This is an optimization exercise on Yosys and OpenROAD, whose aim is small area, a short achievable clock period and few clock cycles per item, not a production implementation.
Where RTL was checked, it was by simulation tests only, not by an equivalence proof against the original.
The clock port is modelled as an ideal driver; clocking choices that lean on that would not hold on a real chip.
No activity file was given, so power comes from the tool's default toggle rates.

==> inputs of run a <==
==> flow/design.v (excerpt) <==
module dot_product_sequencer #(
    parameter int unsigned ADDR_W = 10,
    parameter int unsigned LEN_W  = 10
) (
    input  logic              clk,
    input  logic              rst,
    input  logic              start,
    input  logic [LEN_W-1:0]  len,
    input  logic [ADDR_W-1:0] a_base,
    input  logic [ADDR_W-1:0] b_base,
    output logic              mem_rd,
    output logic [ADDR_W-1:0] mem_addr_a,
    output logic [ADDR_W-1:0] mem_addr_b,
    input  logic [31:0]       mem_rdata_a,
    input  logic [31:0]       mem_rdata_b,
    output logic              busy,
    output logic              done,
    output logic [31:0]       result
);
    logic              r_busy;
    logic              r_rd;        
    logic              r_rd_q;      
    logic              r_t1, r_t2, r_t3;   
    logic              r_done;
    logic              r_keep;      
    logic [LEN_W-1:0]  r_cnt;
    logic [ADDR_W-1:0] r_addr_a;
    logic [ADDR_W-1:0] r_addr_b;
    logic [31:0]       r_result;
    logic              w_accept;
    logic              w_len_nz;
    assign w_accept = start && !r_busy;
    assign w_len_nz = (len != '0);
    always_ff @(posedge clk) begin
        if (rst) begin
            r_busy   <= 1'b0;
            r_rd     <= 1'b0;
            r_rd_q   <= 1'b0;
            r_t1     <= 1'b0;
            r_t2     <= 1'b0;
            r_t3     <= 1'b0;
            r_done   <= 1'b0;
        end else begin
            r_rd_q <= r_rd;
            r_t1   <= (r_rd && (r_cnt == LEN_W'(1))) || (w_accept && !w_len_nz);
            r_t2   <= r_t1;
            r_t3   <= r_t2;
            r_done <= r_t3;
            if (w_accept) begin
                r_busy <= 1'b1;
  ...
==> flow/config.mk <==
export PLATFORM = sky130hd
export DESIGN_NAME = dot_product_sequencer
export DESIGN_NICKNAME = dot_product_sequencer
export VERILOG_FILES = /design/flow/design.v
export SDC_FILE = /design/flow/constraint.sdc
export NUM_CORES = 4
export LEC_CHECK = 0
export CAP_MARGIN = 20
export CORE_MARGIN = 2
export CORE_UTILIZATION = 60
export SLEW_MARGIN = 20
==> flow/constraint.sdc <==
create_clock -name core_clock -period 12.0 [get_ports {clk}]
set_input_delay 2.4000 -clock core_clock [delete_from_list [all_inputs] [get_ports {clk}]]
set_output_delay 2.4000 -clock core_clock [all_outputs]
set_load 0.01 [all_outputs]
standard.sh (not shown) runs the stock make flow with config.mk's settings and CLKGATE_MAP_FILE= SYNTH_SCRIPT=/design/flow/synth_recipe.tcl, a recipe that flattens the netlist after the stock synthesis.
==> flow/flow/run.sh <==
#!/bin/bash
set -e
export SETUP_SLACK_MARGIN=7.7
export BUFFER_PORTS_ARGS="-buffer_cell sky130_fd_sc_hd__buf_1"
R=orfs/results/sky130hd/dot_product_sequencer/base
bash standard.sh synth > synth.log 2>&1
cp $R/1_2_yosys.v 1_2_yosys.standard.v
python3 flow/fapol.py 1_2_yosys.standard.v $R/1_2_yosys.v > fapol.log 2>&1
bash standard.sh cts > cts.log 2>&1
SKEW_BUFS="sky130_fd_sc_hd__clkbuf_1 sky130_fd_sc_hd__clkbuf_1 sky130_fd_sc_hd__clkbuf_1 sky130_fd_sc_hd__clkbuf_8" SKEW_DB=$R/4_cts.odb openroad -no_init -exit flow/skew.tcl > skew.log 2>&1
bash standard.sh finish > standard.log 2>&1
Other scripts of this flow, unchanged in this note and not shown: flow/flow/fapol.py, flow/flow/skew.tcl
==> run b: changes against run a <==
==> flow/flow/run.sh (replaced) <==
#!/bin/bash
set -e
export SETUP_SLACK_MARGIN=7.8
export BUFFER_PORTS_ARGS="-buffer_cell sky130_fd_sc_hd__buf_1"
R=orfs/results/sky130hd/dot_product_sequencer/base
bash standard.sh synth > synth.log 2>&1
cp $R/1_2_yosys.v 1_2_yosys.standard.v
python3 flow/fapol.py 1_2_yosys.standard.v $R/1_2_yosys.v > fapol.log 2>&1
bash standard.sh cts > cts.log 2>&1
SKEW_BUFS="sky130_fd_sc_hd__clkbuf_1 sky130_fd_sc_hd__clkbuf_1 sky130_fd_sc_hd__clkbuf_8" SKEW_DB=$R/4_cts.odb openroad -no_init -exit flow/skew.tcl > skew.log 2>&1
bash standard.sh finish > standard.log 2>&1
==> results.txt <==
- Of run a and run b, run a has the higher total power (gap about 2.8%, measured against run b).
- In flip-flop and latch count, run a and run b do not differ.
- Final cell count: run a is larger than run b (0.58%).
- Of run a and run b, run b has the higher hold slack (gap 1.6 ps).
- Run a completed with no timing, DRC or antenna violations. Run b finished clean.
- Of run a and run b, run a has the higher critical path depth (gap 5).
- Clock skew: run a is higher than run b (71 ps).
- Final area is about the same in run a and run b.
- Of run b and run a, run a has the higher via count (gap about 0.9%, measured against run a).
- Maximum frequency: run a is lower than run b (3.5%).
- Die area is the same in run b and run a.
==> figures <==
Layout cells sized above 1: run a 6.60%; run b 6.56%
Non-filler cells, final: run a 3124; run b 3106
Power of the combinational group: run a 5.58 mW; run b 5.49 mW
Critical path depth in cells: run a 10; run b 5
Status: run a no timing/DRC/antenna violations; run b no timing/DRC/antenna violations
Worst r2r path cells: run a 10; run b 9
Leakage Power: run a 9.94 nW; run b 9.90 nW
Number of instances in the placed design: run a 3018; run b 3019
Diodes inserted: run a 1; run b 0
Met1 usage in global routing: run a 50.1%; run b 49.8%
Final area over synthesized area: run a 1.091x; run b 1.089x
Final #Nets: run a 3178; run b 3164
Clock buffer count in the final layout: run a 38; run b 36
Sequential Power: run a 1.19 mW; run b 1.20 mW
Max_slew headroom: run a 33.1%; run b 40.8%
Clock Power Share: run a 14.2%; run b 12.9%
Portion of the clock cycle consumed by the worst path in the final layout: run a 34.0%; run b 32.8%
Total detailed-routing wirelength: run a 82.7 mm; run b 81.0 mm
Vias in the first global route: run a 21878; run b 21506
Switching part of the total power: run a 45.2%; run b 45.3%
Element type at the critical path start: run a register; run b primary input
Testbench counts of run a, summed over its fixed seeds: cycles 8,591, items 320.
Testbench counts of run b, summed over its fixed seeds: cycles 8,591, items 320.

========
==> v12: inputs <==
dot_product_sequencer again, from the RTL that the note above started with.
Settings: LEC_CHECK=0, CAP_MARGIN=20, CORE_MARGIN=2, CORE_UTILIZATION=60, SLEW_MARGIN=20; clock period 12.0 ns.
==> flow/flow/run.sh <==
#!/bin/bash
set -e
export SETUP_SLACK_MARGIN=7.95
export BUFFER_PORTS_ARGS="-buffer_cell sky130_fd_sc_hd__buf_1"
R=orfs/results/sky130hd/dot_product_sequencer/base
bash standard.sh synth > synth.log 2>&1
cp $R/1_2_yosys.v 1_2_yosys.standard.v
python3 flow/fapol.py 1_2_yosys.standard.v $R/1_2_yosys.v > fapol.log 2>&1
bash standard.sh cts > cts.log 2>&1
SKEW_BUFS="sky130_fd_sc_hd__clkbuf_1 sky130_fd_sc_hd__clkbuf_1 sky130_fd_sc_hd__clkbuf_1 sky130_fd_sc_hd__clkbuf_8" SKEW_DB=$R/4_cts.odb openroad -no_init -exit flow/skew.tcl > skew.log 2>&1
bash standard.sh finish > standard.log 2>&1
Other scripts of this flow, unchanged in this note and not shown: flow/flow/fapol.py, flow/flow/skew.tcl
==> v26 (differences from v12) <==
--- a/flow/design.v
+++ b/flow/design.v
@@ -1928,15 +1928,13 @@
     assign c_nx[31] = fs1538;
     always_ff @(posedge clk) begin
         s_acc <= s_nx;
         c_acc <= c_nx;
         ckg_r <= ckg_nx;
     end
     logic r_zero;
-    logic w_zero;
-    assign w_zero = rst || (r_zero && !r_t3);
     always_ff @(posedge clk) begin
-        r_zero   <= w_zero;
-        r_result <= w_zero ? '0 : w_sum;
+        r_zero   <= rst || (r_zero && !r_t3);
+        r_result <= w_sum;
     end
-    assign result = r_result;
+    assign result = r_zero ? '0 : r_result;
 endmodule
==> flow/flow/run.sh (replaced) <==
#!/bin/bash
set -e
export SETUP_SLACK_MARGIN=7.8
export BUFFER_PORTS_ARGS="-buffer_cell sky130_fd_sc_hd__buf_1"
R=orfs/results/sky130hd/dot_product_sequencer/base
bash standard.sh synth > synth.log 2>&1
cp $R/1_2_yosys.v 1_2_yosys.standard.v
python3 flow/fapol.py 1_2_yosys.standard.v $R/1_2_yosys.v > fapol.log 2>&1
bash standard.sh cts > cts.log 2>&1
SKEW_BUFS="sky130_fd_sc_hd__clkbuf_1 sky130_fd_sc_hd__clkbuf_1 sky130_fd_sc_hd__clkbuf_1 sky130_fd_sc_hd__clkbuf_8" SKEW_DB=$R/4_cts.odb openroad -no_init -exit flow/skew.tcl > skew.log 2>&1
bash standard.sh finish > standard.log 2>&1
==> v18 (differences from v12) <==
==> flow/flow/run.sh (replaced) <==
#!/bin/bash
set -e
export SETUP_SLACK_MARGIN=7.8
export BUFFER_PORTS_ARGS="-buffer_cell sky130_fd_sc_hd__buf_1"
R=orfs/results/sky130hd/dot_product_sequencer/base
bash standard.sh synth > synth.log 2>&1
cp $R/1_2_yosys.v 1_2_yosys.standard.v
python3 flow/fapol.py 1_2_yosys.standard.v $R/1_2_yosys.v > fapol.log 2>&1
bash standard.sh cts > cts.log 2>&1
SKEW_BUFS="sky130_fd_sc_hd__clkbuf_1 sky130_fd_sc_hd__clkbuf_1 sky130_fd_sc_hd__clkbuf_1 sky130_fd_sc_hd__clkbuf_8" SKEW_DB=$R/4_cts.odb openroad -no_init -exit flow/skew.tcl > skew.log 2>&1
bash standard.sh finish > standard.log 2>&1
CORE_UTILIZATION = 66   (was 60)
==> results.txt <==
| quantity | v26 | v18 | v12 |
|---|---|---|---|
| Run status | no timing/DRC/antenna violations | no timing/DRC/antenna violations | no timing/DRC/antenna violations |
| Post-layout instance area | 28700 um^2 | 28100 um^2 | 30400 um^2 |
| Antenna violations before repair | 1 | 0 | 2 |
| Sw Ratio | 0.447 | 0.458 | 0.449 |
| Average vias per placed instance | 6.54 | 6.76 | 6.75 |
| Maximum net fanout on the critical path | 5 | 5 | 3 |
| Slew at the pin closest to its max-slew limit | 0.743 ns | 0.808 ns | 0.809 ns |
| Worst path required time | 12.50 ns | 12.45 ns | 12.44 ns |
| Sw Pwr | 0.00363 W | 0.00357 W | 0.00361 W |
| Total cell area at the placement stage | 26700 um^2 | 26700 um^2 | 26700 um^2 |
| Number of multi-input logic gates | 1959 | 1973 | 1973 |
| Crit share post-route | 0.334 | 0.330 | 0.330 |
| Drt first-iter violations | 2232 | 2642 | 2429 |
| Top routing layer in use | met4 | met4 | met5 |
| Launching element of the worst setup path | ckg_r[0]$_DFF_P_ | ckg_r[2]$_DFF_P_ | ckg_r[2]$_DFF_P_ |
| Die boundary width | 212 um | 202 um | 212 um |
| Multi-input combinational area share | 0.710 | 0.724 | 0.674 |
| Setup slack on the worst flop-to-flop path | 7.99 ns | 8.04 ns | 8.04 ns |
| Met2 routed wirelength | 39.0 mm | 36.3 mm | 38.8 mm |
| Wire per inst | 27.0 um | 26.7 um | 28.9 um |
| Max stage delay cell, worst path | sky130_fd_sc_hd__fa_1 | sky130_fd_sc_hd__fa_1 | sky130_fd_sc_hd__a311oi_1 |
| Combinational share of power | 0.695 | 0.717 | 0.709 |
| Routability congestion estimate | 0.922 | 0.919 | 0.898 |
| Die height | 212 um | 202 um | 212 um |
| Fraction of met3 tracks used by global routing | 0.107 | 0.129 | 0.147 |
| Terminus of the critical flop-to-flop path | r_result[27]$_DFF_P_ | r_result[31]$_SDFF_PP0_ | r_result[25]$_SDFF_PP0_ |
| TritonRoute pass-1 iters | 6 | 7 | 9 |
Testbench counts of v12, summed over its fixed seeds: cycles 8,591, items 320.
Testbench counts of v18, summed over its fixed seeds: cycles 8,591, items 320.
For v26, only the layout was checked, not whether the RTL still works.

==> static timing again, ports no longer ideal <==
In the flow no input, the clock included, has a driving cell. The finished layouts below were timed again as built, in two steps.
Step 1 (the two cells are an assumption about what drives the block):
set clk [get_ports {clk}]
set_driving_cell -lib_cell sky130_fd_sc_hd__clkbuf_16 $clk
set_driving_cell -lib_cell sky130_fd_sc_hd__buf_2 [delete_from_list [all_inputs] $clk]
Step 2, shift: input delay + t, output delay - t, t = (earliest + latest rising clock arrival at the registers) / 2. This alone moves slack from input paths to output paths.
Slacks: ideal ports / drivers / drivers and shift; pairs: ideal ports / drivers.
run | shift t [ns] | setup slack, ns | clock arrival spread, ns | worst data-port slew with drivers (ns)
run a | 0.858 | 7.923 / 7.923 / 7.329 | 0.478 / 0.478 | 0.07
run b | 0.819 | 8.067 / 8.105 / 7.286 | 0.410 / 0.410 | 0.06
v12 | 0.895 | 8.040 / 8.040 / 7.653 | 0.532 / 0.532 | 0.06
v26 | 0.881 | 7.986 / 7.986 / 7.986 | 0.502 / 0.502 | 0.10
v18 | 0.872 | 8.035 / 8.035 / 7.370 | 0.552 / 0.552 | 0.05
Clock arrivals are far apart in every run listed, so t is only a midpoint there and step 2 fits no single register. For run b, which loses most, drivers alone change the setup slack by +0.038 ns; drivers and shift together by -0.781 ns.
